This is an optimization exercise on Yosys and OpenROAD, whose aim is small area, a short achievable clock period and few clock cycles per item, not a production implementation. In this exercise RTL edits were held to simulation tests only and were not proved equivalent to the original. No activity file was given, so power comes from the tool's default toggle rates.

// priority_semaphore_bank_top
module priority_semaphore_bank_top (
    input  logic         aclk,
    input  logic         aresetn,
    input  logic         s_tvalid,
    output logic         s_tready,
    input  logic [47:0]  s_tdata,
    output logic         m_tvalid,
    input  logic         m_tready,
    output logic [15:0]  m_tdata,
    input  logic         cfg_valid,
    output logic         cfg_ready,
    input  logic [0:0]   cfg_index,
    input  logic [63:0]  cfg_data
);
    typedef struct packed {
        logic [2:0] sem;
        logic [4:0] pidx;
        logic       op_wait;
        logic       op_block;
        logic       op_sig;
        logic       op_res;
    } req_t;
    logic       r_vld, x_vld, o0_vld, o1_vld;
    req_t       r_req, x_req, s_req;
    logic [8:0] o0, o1, rsp;
    logic       s_fire, x_fire, r_move, o_pop;
    logic       r_vld_n, x_vld_n, o0_vld_n, o1_vld_n, r_move_n;
    logic [7:0] bank_n, bank_sel;
    logic [3:0] x_plo;            
    logic [7:0] x_phi;
    logic [1:0] mode;
    logic [5:0] prio;
    logic       prio_ok, tmo_nz;
    logic [1:0] status;
    logic       rel_valid;
  ...
For scale: roughly 1600 cells after synthesis, roughly 510 flip-flops, roughly 140 I/O pins.
==> flow/config.mk <==
export PLATFORM = sky130hd
export DESIGN_NAME = priority_semaphore_bank_top
export DESIGN_NICKNAME = priority_semaphore_bank_top
export VERILOG_FILES = /design/flow/design.v
export SDC_FILE = /design/flow/constraint.sdc
export NUM_CORES = 4
export LEC_CHECK = 0
export CAP_MARGIN = 20
export CORE_MARGIN = 2
export CORE_UTILIZATION = 40
export CTS_BUF_LIST = sky130_fd_sc_hd__clkbuf_8
export CTS_CLUSTER_DIAMETER = 80
export CTS_CLUSTER_SIZE = 16
export SETUP_SLACK_MARGIN = 2.5
export SLEW_MARGIN = 20
==> flow/constraint.sdc <==
create_clock -name core_clock -period 5.0 [get_ports {aclk}]
set_input_delay 1.0000 -clock core_clock [delete_from_list [all_inputs] [get_ports {aclk}]]
set_output_delay 1.0000 -clock core_clock [all_outputs]
set_load 0.01 [all_outputs]
standard.sh (not shown) runs the stock make flow with config.mk's settings and CLKGATE_MAP_FILE= SYNTH_SCRIPT=/design/flow/synth_recipe.tcl, a recipe that flattens the netlist after the stock synthesis.
==> flow/flow/run.sh <==
#!/bin/bash
# Own layout flow: the standard ORFS flow (standard.sh: the unchanged
# synthesis script and registers, the design's clock and constraints), with
# one setting added on the make command line: the port buffers that
# buffer_ports inserts on every input and output are sky130_fd_sc_hd__buf_1.
# make's output goes to standard.log in the work folder; ORFS writes each
# step's tool log under orfs/logs/.
set -euo pipefail
cd "$(dirname "$0")/.."
bash standard.sh "BUFFER_PORTS_ARGS=-buffer_cell sky130_fd_sc_hd__buf_1" finish > standard.log 2>&1
Testbench counts at the start, summed over its fixed seeds: cycles 19,296, items 19,200.
Edit:
==> flow/flow/run.sh (replaced) <==
#!/bin/bash
# Own layout flow: the standard ORFS flow (standard.sh: the unchanged
# synthesis script and registers, the design's clock and constraints), with
# one setting added on the make command line: the port buffers that
# buffer_ports inserts on every input and output are sky130_fd_sc_hd__buf_2.
# make's output goes to standard.log in the work folder; ORFS writes each
# step's tool log under orfs/logs/.
set -euo pipefail
cd "$(dirname "$0")/.."
bash standard.sh "BUFFER_PORTS_ARGS=-buffer_cell sky130_fd_sc_hd__buf_2" finish > standard.log 2>&1
After rerunning: Power barely changes. Combinational power barely changes. Setup slack improves by 44 ps. Global-route usage goes down by 0.16 points. Clock skew barely changes. Sequential share of layout area goes up by 0.22 points. Critical path depth goes down by 3. Routed wire length goes down by 0.64%. Count of clock-buffer cells in the layout goes down by 1.
Edit:
- GPL_TIMING_DRIVEN: not set -> 0
- The changed run went through all stages and came out clean
- synthesized area stays the same
- critical path depth is higher by 5
- core utilization grows by 2.0 points
- maximum frequency went down by 5.1%
- die area does not change
- clock-buffer cell count is unchanged
- via count climbs by 4.4%
- clock power stays flat
- wire length came out higher by about 6%
Edit:
- GPL_TIMING_DRIVEN: 0 -> not set
- TNS_END_PERCENT: not set -> 50
Effect:
- die area is unchanged
- non-clock buffer count is lower by 135
- via count falls by 4.2%
- area after synthesis does not change
- power fell by about 2.6%
- clock skew rose by 31 ps
Edit:
- SETUP_SLACK_MARGIN: 2.5 -> 2.9
- TNS_END_PERCENT: 50 -> not set
Total power climbs by 10%; worst hold slack gains 14 ps; cell count climbs by 6.4%; global-route usage climbs by 1.4 points; clock power climbs by 9.6%; worst setup slack gains 130 ps; wire length climbs by 16%.
Edit:
- PLACE_DENSITY: not set -> 0.75
- SETUP_SLACK_MARGIN: 2.9 -> 2.5
What happened: Setup slack gains 43 ps; worst hold slack is about the same; via count drops by about 6.5%; global-route usage drops by 2.0 points; area after synthesis is unchanged.


Another version of the RTL of priority_semaphore_bank_top (not shown whole).
For scale: ~1600 cells after synthesis, ~520 flip-flops.
clock: 5.0 ns
lec_check: 0
cap_margin: 20
core_margin: 2
core_utilization: 40
cts_buf_list: sky130_fd_sc_hd__clkbuf_8
cts_cluster_diameter: 80
cts_cluster_size: 16
setup_slack_margin: 2.65
slew_margin: 20
run.sh (not shown) runs the stock make flow with config.mk's settings and CLKGATE_MAP_FILE= SYNTH_SCRIPT=/design/flow/synth_recipe.tcl, a recipe that flattens the netlist after the stock synthesis.
Stock flow here: none of the scripts above is used.
The baseline finished clean.
Testbench counts at the start, summed over its fixed seeds: cycles 19,296, items 19,200.
Edit:
==> flow/flow/run.sh (new file) <==
#!/bin/bash
# Own layout flow: the standard ORFS flow (standard.sh, unchanged synthesis
# script and registers), with two settings added on the make command line:
#  - slow OR / NOR3 / NOR4 cells marked don't-use (on top of the platform's
#    list), so synthesis and repair build the logic from faster gates;
#  - port buffers use sky130_fd_sc_hd__buf_2.
# The make output goes to standard.log in the work folder; ORFS writes each
# tool's log under orfs/logs/.
set -euo pipefail
cd "$(dirname "$0")/.."

PLATFORM_DONT_USE="$(sed -n '/^export DONT_USE_CELLS += /,/^#/p' "$FLOW_HOME/platforms/sky130hd/config.mk" \
  | sed -e 's/export DONT_USE_CELLS += //' -e 's/\\//g' -e 's/^#.*//' | tr -s ' \n' ' ')"

EXTRA=""
for c in or2_0 or2_1 or2_2 or2_4 or2b_1 or2b_2 or2b_4 \
         or3_1 or3_2 or3_4 or3b_1 or3b_2 or3b_4 \
         or4_1 or4_2 or4_4 or4b_1 or4b_2 or4b_4 or4bb_1 or4bb_2 or4bb_4 \
         nor3_1 nor3_2 nor3_4 nor3b_1 nor3b_2 nor3b_4 \
         nor4_1 nor4_2 nor4_4 nor4b_1 nor4b_2 nor4b_4 nor4bb_1 nor4bb_2 nor4bb_4; do
  EXTRA="$EXTRA sky130_fd_sc_hd__$c"
done

echo "DONT_USE_CELLS=$PLATFORM_DONT_USE $EXTRA" > dont_use.txt
bash standard.sh "DONT_USE_CELLS=$PLATFORM_DONT_USE $EXTRA" \
  "BUFFER_PORTS_ARGS=-buffer_cell sky130_fd_sc_hd__buf_2" finish > standard.log 2>&1
==> flow/standard.sh (new file) <==
#!/bin/bash
# synth_recipe.tcl (not shown) runs the flow's synth.tcl, then flattens the netlist and writes it again
# the make line also repeats each setting of config.mk as NAME=value (left out here)
make -C /OpenROAD-flow-scripts/flow DESIGN_CONFIG=/design/flow/config.mk WORK_HOME=/design/flow/orfs CLKGATE_MAP_FILE= SYNTH_SCRIPT=/design/flow/synth_recipe.tcl "${@:-finish}"
- CTS_BUF_LIST: sky130_fd_sc_hd__clkbuf_8 -> unset
- CTS_CLUSTER_DIAMETER: 80 -> unset
- CTS_CLUSTER_SIZE: 16 -> unset
- SETUP_SLACK_MARGIN: 2.65 -> 2.5
removed: flow/run.sh
The changed run completed without violations.
Wire length fell by 9.4%.
Combinational power fell by about 14%.
Global-route usage fell by 1.7 points.
Core utilization fell by 1.1 points.
Die area rose by 1.0%.
Cell count rose by 1.8%.
Hold slack got worse by 0.0093 ns.
Edit:
==> flow/run.sh (new file) <==
#!/bin/bash
# synth_recipe.tcl (not shown) runs the flow's synth.tcl, then flattens the netlist and writes it again
# the make line also repeats each setting of config.mk as NAME=value (left out here)
make -C /OpenROAD-flow-scripts/flow DESIGN_CONFIG=/design/flow/config.mk WORK_HOME=/design/flow/orfs CLKGATE_MAP_FILE= SYNTH_SCRIPT=/design/flow/synth_recipe.tcl finish
- CTS_BUF_LIST: unset -> sky130_fd_sc_hd__clkbuf_8
- CTS_CLUSTER_DIAMETER: unset -> 80
- CTS_CLUSTER_SIZE: unset -> 16
removed: flow/flow/run.sh
removed: flow/standard.sh
Effect: The changed run finished with timing, DRC and antenna clean. Critical path depth drops by 1. Register-to-register slack is better by 0.03 ns. First-iteration DRC count goes down by a few percent. Count of clock-buffer cells in the layout came out lower by 36. Via count is lower by a few percent. Worst setup slack gains 0.025 ns. Design area goes down slightly. Sequential power goes down slightly. Wire length climbs slightly. Non-clock buffer count went up by 25. Hold slack is better by 0.0032 ns.

==> what the ideal ports hide <==
In the flow no input, the clock included, has a driving cell. The finished layouts below were timed again as built, in two steps. Step 1: set_driving_cell puts a clkbuf_16 on aclk and a buf_2 on each other input, an assumption about the parent block. Step 2 times the ports against the registers' clock, not the clock port: input delays grow and output delays shrink by t, the midpoint of the rising clock arrivals with the driver on. Three values: ideal ports, drivers, drivers and shift; two values: the first two.
| run | shift t [ns] | slack for setup (ns) | cell pins on the clock port's net |
|---|---|---|---|
| the first run of note 1 | 0.675 | 2.519 / 2.491 / 1.916 | 1 |
| the second run of note 1 | 0.672 | 2.563 / 2.509 / 2.003 | 1 |
| the third run of note 1 | 0.686 | 2.431 / 2.431 / 1.869 | 1 |
| the fourth run of note 1 | 0.674 | 2.396 / 2.396 / 1.981 | 1 |
| the fifth run of note 1 | 0.697 | 2.527 / 2.473 / 2.140 | 1 |
| the sixth run of note 1 | 0.637 | 2.570 / 2.551 / 1.976 | 1 |
| the first run of note 2 | 0.684 | 2.438 / 2.438 / 1.995 | 1 |
| the second run of note 2 | 0.651 | 2.402 / 2.402 / 1.942 | 1 |
| the third run of note 2 | 0.685 | 2.427 / 2.427 / 1.854 | 1 |
After both steps setup and hold are still met in every run listed. For the first run of note 1, which loses most, drivers alone change the setup slack by -0.028 ns; drivers and shift together by -0.603 ns.
